Context: an optimization exercise on an open-source flow, tuned for small area, a short achievable clock period and few clock cycles per item. The choices shown serve that exercise and are no tape-out recipe.
Function was checked by simulation only, so behaviour that the tests miss may differ from the original.
Power figures rest on the tool's default switching activity, not on a simulated workload.

// windowed_average_fee_policy
module windowed_average_fee_policy (
  input  logic                             clk_i,
  input  logic                             rst_ni,
  input  logic                             s_axis_tvalid,
  output logic                             s_axis_tready,
  input  logic [8*wafp_pkg::IN_BYTES-1:0]  s_axis_tdata,
  output logic                             m_axis_tvalid,
  input  logic                             m_axis_tready,
  output logic [8*wafp_pkg::OUT_BYTES-1:0] m_axis_tdata
);
For scale: roughly 5200 cells after synthesis, roughly 2500 flip-flops, ~94 I/O pins, ~67000 um2 of cells after synthesis.
Settings: LEC_CHECK=0, ABC_AREA=1, ABC_CLOCK_PERIOD_IN_PS=2500, CAP_MARGIN=20, CORE_MARGIN=2, CORE_UTILIZATION=55, CTS_BUF_LIST=sky130_fd_sc_hd__clkbuf_8 sky130_fd_sc_hd__clkbuf_16, CTS_CLUSTER_DIAMETER=70, CTS_CLUSTER_SIZE=30, SETUP_SLACK_MARGIN=5, SLEW_MARGIN=20; clock period 8.0 ns.
run.sh (not shown) runs the stock make flow with config.mk's settings and CLKGATE_MAP_FILE= SYNTH_SCRIPT=/design/flow/synth_recipe.tcl, a recipe that flattens the netlist after the stock synthesis.
Testbench counts at the start, summed over its fixed seeds: cycles 4,840, items 4,800.
Rerun with:
--- a/flow/config.mk
+++ b/flow/config.mk
@@ -11,7 +11,7 @@
 export CORE_MARGIN = 2
 export CORE_UTILIZATION = 55
-export CTS_BUF_LIST = sky130_fd_sc_hd__clkbuf_8 sky130_fd_sc_hd__clkbuf_16
-export CTS_CLUSTER_DIAMETER = 70
-export CTS_CLUSTER_SIZE = 30
+export CTS_BUF_LIST = sky130_fd_sc_hd__clkbuf_4 sky130_fd_sc_hd__clkbuf_8
+export CTS_CLUSTER_DIAMETER = 50
+export CTS_CLUSTER_SIZE = 20
 export SETUP_SLACK_MARGIN = 5
 export SLEW_MARGIN = 20
Core utilization decreases by 0.17 points.
Design area barely changes.
Routed wire length is about the same.
Power drops by 1.6%.
Rerun with:
==> flow/flow/run.sh (new file) <==
#!/bin/bash
set -euo pipefail
export BUFFER_PORTS_ARGS="-buffer_cell sky130_fd_sc_hd__buf_4"
export CTS_ARGS="-sink_clustering_enable -repair_clock_nets -sink_clustering_size 30 -sink_clustering_max_diameter 70 -buf_list {sky130_fd_sc_hd__clkbuf_8 sky130_fd_sc_hd__clkbuf_16} -dont_use_dummy_load"
sed "s/SETUP_SLACK_MARGIN=5 /SETUP_SLACK_MARGIN=5.3 /" standard.sh > standard_m.sh
bash standard_m.sh finish > flow_make.log 2>&1
==> flow/standard.sh (new file) <==
#!/bin/bash
# synth_recipe.tcl (not shown) runs the flow's synth.tcl, then flattens the netlist and writes it again
# the make line also repeats each setting of config.mk as NAME=value (left out here)
make -C /OpenROAD-flow-scripts/flow DESIGN_CONFIG=/design/flow/config.mk WORK_HOME=/design/flow/orfs CLKGATE_MAP_FILE= SYNTH_SCRIPT=/design/flow/synth_recipe.tcl "${@:-finish}"
--- a/flow/config.mk
+++ b/flow/config.mk
@@ -11,7 +11,7 @@
 export CORE_MARGIN = 2
 export CORE_UTILIZATION = 55
-export CTS_BUF_LIST = sky130_fd_sc_hd__clkbuf_4 sky130_fd_sc_hd__clkbuf_8
-export CTS_CLUSTER_DIAMETER = 50
-export CTS_CLUSTER_SIZE = 20
+export CTS_BUF_LIST = sky130_fd_sc_hd__clkbuf_8 sky130_fd_sc_hd__clkbuf_16
+export CTS_CLUSTER_DIAMETER = 70
+export CTS_CLUSTER_SIZE = 30
 export SETUP_SLACK_MARGIN = 5
 export SLEW_MARGIN = 20
removed: flow/run.sh
Combinational power grows by about a fifth. Hold slack got worse by 66 ps. Power shrinks slightly. Setup slack improved by 240 ps. Routed wire length shrinks slightly. Fmax grows by a little under a tenth. Final area stays flat.
Rerun with:
==> flow/flow/run.sh (replaced) <==
#!/bin/bash
set -euo pipefail
export BUFFER_PORTS_ARGS="-buffer_cell sky130_fd_sc_hd__buf_4"
export CTS_ARGS="-sink_clustering_enable -repair_clock_nets -sink_clustering_size 30 -sink_clustering_max_diameter 70 -buf_list {sky130_fd_sc_hd__clkbuf_8 sky130_fd_sc_hd__clkbuf_16} -dont_use_dummy_load"
bash standard.sh finish > flow_make.log 2>&1
Outcome: Hold slack improves by 16 ps. Design area went down by about 0.9%. Clock-buffer cell count is unchanged. Total power stays flat. Setup slack got worse by 54 ps. Utilization is lower by 0.55 points. Die area does not change. Sequential power barely changes. Via count is lower by about 0.5%.


Setup of job 1996:
Another version of the RTL of windowed_average_fee_policy (not shown whole).
For scale: ~94 I/O pins, about 0.066 mm2 of cells after synthesis.
==> flow/design.v (excerpt) <==
module windowed_average_fee_policy (
  input  logic                             clk_i,
  input  logic                             rst_ni,
  input  logic                             s_axis_tvalid,
  output logic                             s_axis_tready,
  input  logic [8*wafp_pkg::IN_BYTES-1:0]  s_axis_tdata,
  output logic                             m_axis_tvalid,
  input  logic                             m_axis_tready,
  output logic [8*wafp_pkg::OUT_BYTES-1:0] m_axis_tdata
);
clock: 8.0 ns
lec_check: 0
abc_area: 1
abc_clock_period_in_ps: 8000
cap_margin: 20
core_margin: 2
core_utilization: 65
cts_buf_list: sky130_fd_sc_hd__clkbuf_8 sky130_fd_sc_hd__clkbuf_16
cts_cluster_diameter: 70
cts_cluster_size: 30
setup_slack_margin: 5
slew_margin: 20
standard.sh (not shown) runs the stock make flow with config.mk's settings and CLKGATE_MAP_FILE= SYNTH_SCRIPT=/design/flow/synth_recipe.tcl, a recipe that flattens the netlist after the stock synthesis.
==> flow/flow/run.sh <==
#!/bin/bash
set -euo pipefail
export BUFFER_PORTS_ARGS="-buffer_cell sky130_fd_sc_hd__buf_4"
export CTS_ARGS="-sink_clustering_enable -repair_clock_nets -sink_clustering_size 30 -sink_clustering_max_diameter 70 -buf_list {sky130_fd_sc_hd__clkbuf_8 sky130_fd_sc_hd__clkbuf_16} -dont_use_dummy_load"
sed "s/SETUP_SLACK_MARGIN=5 /SETUP_SLACK_MARGIN=5.3 /" standard.sh > standard_m.sh
bash standard_m.sh finish > flow_make.log 2>&1
Testbench counts of job 1996, summed over its fixed seeds: cycles 4,840, items 4,800.
### job 1996 -> job 4621
Settings: swapping 8000 for 2500 in ABC_CLOCK_PERIOD_IN_PS.
==> flow/flow/run.sh <==
#!/bin/bash
set -euo pipefail
export BUFFER_PORTS_ARGS="-buffer_cell sky130_fd_sc_hd__buf_4"
export CTS_ARGS="-sink_clustering_enable -repair_clock_nets -sink_clustering_size 30 -sink_clustering_max_diameter 70 -buf_list {sky130_fd_sc_hd__clkbuf_8 sky130_fd_sc_hd__clkbuf_16} -root_buf sky130_fd_sc_hd__clkbuf_16 -tree_buf sky130_fd_sc_hd__clkbuf_16 -balance_levels -dont_use_dummy_load"
sed "s/SETUP_SLACK_MARGIN=5 /SETUP_SLACK_MARGIN=5.3 /" standard.sh > standard_m.sh
bash standard_m.sh finish > flow_make.log 2>&1
--- outcome ---
Job 4621 ended with every stage complete and zero timing, DRC or antenna violations.
Diff job 1996..job 4621 | post-route total power | unchanged
On non-clock buffering overhead in the final layout, job 1996 tracks job 4621 almost exactly.
From job 4621 to job 1996, distinct cell type count after synthesis did not move at all.
Reported for job 4621 and job 1996, global-route usage turned out identical to the last digit.
Input-level comparison between job 2594 and job 4621:
Settings: CORE_UTILIZATION now 55, was 65.
==> flow/flow/run.sh <==
#!/bin/bash
set -euo pipefail
export BUFFER_PORTS_ARGS="-buffer_cell sky130_fd_sc_hd__buf_4"
export CTS_ARGS="-sink_clustering_enable -repair_clock_nets -sink_clustering_size 30 -sink_clustering_max_diameter 70 -buf_list {sky130_fd_sc_hd__clkbuf_8 sky130_fd_sc_hd__clkbuf_16} -dont_use_dummy_load"
sed "s/SETUP_SLACK_MARGIN=5 /SETUP_SLACK_MARGIN=5.3 /" standard.sh > standard_m.sh
bash standard_m.sh finish > flow_make.log 2>&1
Results
- More vias were needed by job 4621 than by job 2594.
- Compared with job 4621, non-filler instance count after layout in job 2594 increased by a few percent.
- When job 2594 is measured against job 4621, its final worst-path cycle share turns out 0.17 points higher.
- On worst setup slack after placement, job 4621 and job 2594 are basically level.
- On post-layout worst setup margin, job 2594 does worse than job 4621.
- Relative to job 4621, the switching component of the power measured on job 2594 has decreased slightly.
- Compared with job 4621, job 2594 shows total global-route track usage lower by 4.2 points.
- Any difference in total power between job 2594 and job 4621 is small enough to ignore.
- Horizontal die dimension for job 2594: 8.6% up relative to job 4621
- Job 4621 and job 2594 ended up with nearly the same combinational power.
- Post-detailed-routing wire length for job 2594: about 5.4% down relative to job 4621
#### Input delta (job 2463 over job 2594)
Settings: CORE_UTILIZATION: 55 -> 65.
==> flow/flow/run.sh <==
#!/bin/bash
set -euo pipefail
export BUFFER_PORTS_ARGS="-buffer_cell sky130_fd_sc_hd__buf_4"
export CTS_ARGS="-sink_clustering_enable -repair_clock_nets -sink_clustering_size 24 -sink_clustering_max_diameter 60 -buf_list {sky130_fd_sc_hd__clkbuf_8 sky130_fd_sc_hd__clkbuf_16} -dont_use_dummy_load"
sed "s/SETUP_SLACK_MARGIN=5 /SETUP_SLACK_MARGIN=5.3 /" standard.sh > standard_m.sh
bash standard_m.sh finish > flow_make.log 2>&1
--- outcome ---
Compared with job 2594, job 2463 degrades smallest setup slack after layout. Job 2594 → job 2463: final standard cell area without fillers increased by 350 um2 relative to the old numbers, top achievable clock speed decreased by about 0.9% relative to the old numbers. For job 2463, the end of the critical path was s_axis_tready, unlike job 2594, where it was m_axis_tvalid.
Here is what was changed in the inputs of job 2346 compared with job 2463.
Settings: changing CORE_UTILIZATION from 65 to 55.
==> flow/flow/run.sh <==
#!/bin/bash
set -euo pipefail
export BUFFER_PORTS_ARGS="-buffer_cell sky130_fd_sc_hd__buf_4"
export CTS_ARGS="-sink_clustering_enable -repair_clock_nets -sink_clustering_size 20 -sink_clustering_max_diameter 50 -buf_list {sky130_fd_sc_hd__clkbuf_16} -dont_use_dummy_load"
sed "s/SETUP_SLACK_MARGIN=5 /SETUP_SLACK_MARGIN=5.3 /" standard.sh > standard_m.sh
bash standard_m.sh finish > flow_make.log 2>&1
[summary]
- Looking at height of the die across job 2463 and job 2346, the one that comes out lower is job 2463.
- The placer congestion estimate of job 2346 falls short of that of job 2463 by about 3%.
- In job 2346 the post-route cell area turned out 1.6% higher than in job 2463.
Edits applied to the flow inputs when going from job 2346 to job 7201:
Settings: CORE_UTILIZATION: 55 -> 65.
==> flow/flow/run.sh <==
#!/bin/bash
set -euo pipefail
export BUFFER_PORTS_ARGS="-buffer_cell sky130_fd_sc_hd__buf_2"
export CTS_ARGS="-sink_clustering_enable -repair_clock_nets -sink_clustering_size 30 -sink_clustering_max_diameter 70 -buf_list {sky130_fd_sc_hd__clkbuf_8 sky130_fd_sc_hd__clkbuf_16} -dont_use_dummy_load"
sed "s/SETUP_SLACK_MARGIN=5 /SETUP_SLACK_MARGIN=5.3 /" standard.sh > standard_m.sh
bash standard_m.sh finish > flow_make.log 2>&1
[summary]
Re met2 track utilization from global routing: job 7201 is 7.4 points up on job 2346. Cmp job 7201 vs job 2346: combinational group share of total power higher in job 7201. Taking job 2346 as the reference point, the global-route usage of job 7201 rises by 3.5 points. Against job 2346 as the reference, job 7201 delivers a higher starting density of the core. Diff job 2346..job 7201 | maximum clock insertion buffer count | unchanged.


Another version of the RTL of windowed_average_fee_policy (not shown whole).
Size: roughly 94 I/O pins.
Settings: LEC_CHECK=0, ABC_AREA=1, ABC_CLOCK_PERIOD_IN_PS=2500, CAP_MARGIN=20, CORE_MARGIN=2, CORE_UTILIZATION=55, CTS_BUF_LIST=sky130_fd_sc_hd__clkbuf_8 sky130_fd_sc_hd__clkbuf_16, CTS_CLUSTER_DIAMETER=70, CTS_CLUSTER_SIZE=30, SETUP_SLACK_MARGIN=5, SLEW_MARGIN=20; clock period 8.0 ns.
==> flow/flow/run.sh <==
#!/bin/bash
set -euo pipefail
export BUFFER_PORTS_ARGS="-buffer_cell sky130_fd_sc_hd__buf_4"
export CTS_ARGS="-sink_clustering_enable -repair_clock_nets -sink_clustering_size 30 -sink_clustering_max_diameter 70 -buf_list {sky130_fd_sc_hd__clkbuf_8 sky130_fd_sc_hd__clkbuf_16} -dont_use_dummy_load"
sed "s/SETUP_SLACK_MARGIN=5 /SETUP_SLACK_MARGIN=5.5 /" standard.sh > standard_m.sh
bash standard_m.sh finish > flow_make.log 2>&1
Testbench counts at the start, summed over its fixed seeds: cycles 4,840, items 4,800.
Next try:
==> flow/flow/run.sh (replaced) <==
#!/bin/bash
set -euo pipefail
export BUFFER_PORTS_ARGS="-buffer_cell sky130_fd_sc_hd__buf_4"
export CTS_ARGS="-sink_clustering_enable -repair_clock_nets -sink_clustering_size 30 -sink_clustering_max_diameter 70 -buf_list {sky130_fd_sc_hd__clkbuf_8 sky130_fd_sc_hd__clkbuf_16} -dont_use_dummy_load"
sed "s/SETUP_SLACK_MARGIN=5 /SETUP_SLACK_MARGIN=5.3 /" standard.sh > standard_m.sh
bash standard_m.sh finish > flow_make.log 2>&1
Effect: Critical path depth does not change; clock-buffer cell count is unchanged; routed wire length is lower by 2.9%; cell count falls by 1.1%; global-route usage went down by 0.48 points; worst hold slack loses 0.012 ns; sequential share of layout area increases by 1.3 points.


Setup of cedar:
RTL: one of the versions met above, not the one the previous note started from.
Size: ~5,100 cells after synthesis, about 2,500 flip-flops, about 94 I/O pins, roughly 66,000 um^2 of cells after synthesis.
Settings: LEC_CHECK=0, ABC_AREA=1, ABC_CLOCK_PERIOD_IN_PS=2500, CAP_MARGIN=20, CORE_MARGIN=2, CORE_UTILIZATION=65, CTS_BUF_LIST=sky130_fd_sc_hd__clkbuf_8 sky130_fd_sc_hd__clkbuf_16, CTS_CLUSTER_DIAMETER=70, CTS_CLUSTER_SIZE=30, SETUP_SLACK_MARGIN=5, SLEW_MARGIN=20; clock period 8.0 ns.
run.sh (not shown) runs the stock make flow with config.mk's settings and CLKGATE_MAP_FILE= SYNTH_SCRIPT=/design/flow/synth_recipe.tcl, a recipe that flattens the netlist after the stock synthesis.
Stock flow here: none of the scripts above is used.
Testbench counts of cedar, summed over its fixed seeds: cycles 4,840, items 4,800.
Inputs modified between cedar and birch:
==> flow/flow/run.sh (new file) <==
#!/bin/bash
set -euo pipefail
export BUFFER_PORTS_ARGS="-buffer_cell sky130_fd_sc_hd__buf_4"
export CTS_ARGS="-sink_clustering_enable -repair_clock_nets -sink_clustering_size 30 -sink_clustering_max_diameter 70 -buf_list {sky130_fd_sc_hd__clkbuf_8 sky130_fd_sc_hd__clkbuf_16} -dont_use_dummy_load"
sed "s/SETUP_SLACK_MARGIN=5 /SETUP_SLACK_MARGIN=5.3 /" standard.sh > standard_m.sh
bash standard_m.sh finish > flow_make.log 2>&1
==> flow/standard.sh (new file) <==
#!/bin/bash
# synth_recipe.tcl (not shown) runs the flow's synth.tcl, then flattens the netlist and writes it again
# the make line also repeats each setting of config.mk as NAME=value (left out here)
make -C /OpenROAD-flow-scripts/flow DESIGN_CONFIG=/design/flow/config.mk WORK_HOME=/design/flow/orfs CLKGATE_MAP_FILE= SYNTH_SCRIPT=/design/flow/synth_recipe.tcl "${@:-finish}"
removed: flow/run.sh
==> run summary <==
Proportion of cell area occupied by registers ends up higher on birch.
The critical path's slowest cell comes out clkdlybuf4s50_1 in one run and dfrtp_2 in the other, namely in cedar and birch respectively.
Diff birch and cedar: met1 wire length lower in cedar
| global-route usage | cedar vs birch | ≈ equal |
Changes observed in birch relative to cedar: share of the core filled with cells in the final layout decreased by 0.30 points relative to the old numbers, final worst setup slack increased by 0.10 ns relative to the old numbers, worst-case vdd ir drop increased by 3.7% relative to the old numbers, initial antenna violation count increased by 2 relative to the old numbers.

## separate check: timing with driven ports
No port has a modelled driver above. Below, the same layouts with a new extraction and two added sets of constraints.
Step 1 (the two cells are an assumption about what drives the block):
set clk [get_ports {clk_i}]
set_driving_cell -lib_cell sky130_fd_sc_hd__clkbuf_16 $clk
set_driving_cell -lib_cell sky130_fd_sc_hd__buf_2 [delete_from_list [all_inputs] $clk]
Step 2 also shifts input and output timing later by t, the mid clock arrival at the registers, as if the neighbouring blocks saw the same clock.
a / b / c = no drivers / after step 1 / after step 2; a / b = the first two.
| run | t, ns | setup slack, ns | cell pins on the clock port's net |
|---|---|---|---|
| the first run of note 1 | 0.783 | 5.094 / 5.028 / 4.423 | 1 |
| the second run of note 1 | 0.959 | 4.906 / 4.835 / 4.230 | 1 |
| the third run of note 1 | 0.745 | 5.145 / 5.070 / 4.587 | 1 |
| the fourth run of note 1 | 0.742 | 5.091 / 5.021 / 4.416 | 1 |
| job 1996 | 0.754 | 5.163 / 5.092 / 4.648 | 1 |
| job 4621 | 0.754 | 5.163 / 5.092 / 4.648 | 1 |
| job 2594 | 0.766 | 5.149 / 5.080 / 4.643 | 1 |
| job 2463 | 0.783 | 5.122 / 5.053 / 4.610 | 1 |
| job 2346 | 0.813 | 5.095 / 5.026 / 4.566 | 1 |
| job 7201 | 0.756 | 5.141 / 5.069 / 4.650 | 1 |
| the first run of note 3 | 0.761 | 5.111 / 5.043 / 4.836 | 1 |
| the second run of note 3 | 0.759 | 5.162 / 5.089 / 4.628 | 1 |
| cedar | 0.788 | 5.060 / 4.995 / 4.305 | 1 |
| birch | 0.754 | 5.163 / 5.092 / 4.648 | 1 |
After both steps every run listed still meets setup and hold. The setup slack of cedar, which loses most, moves by -0.065 ns with the drivers and by -0.755 ns with both steps.
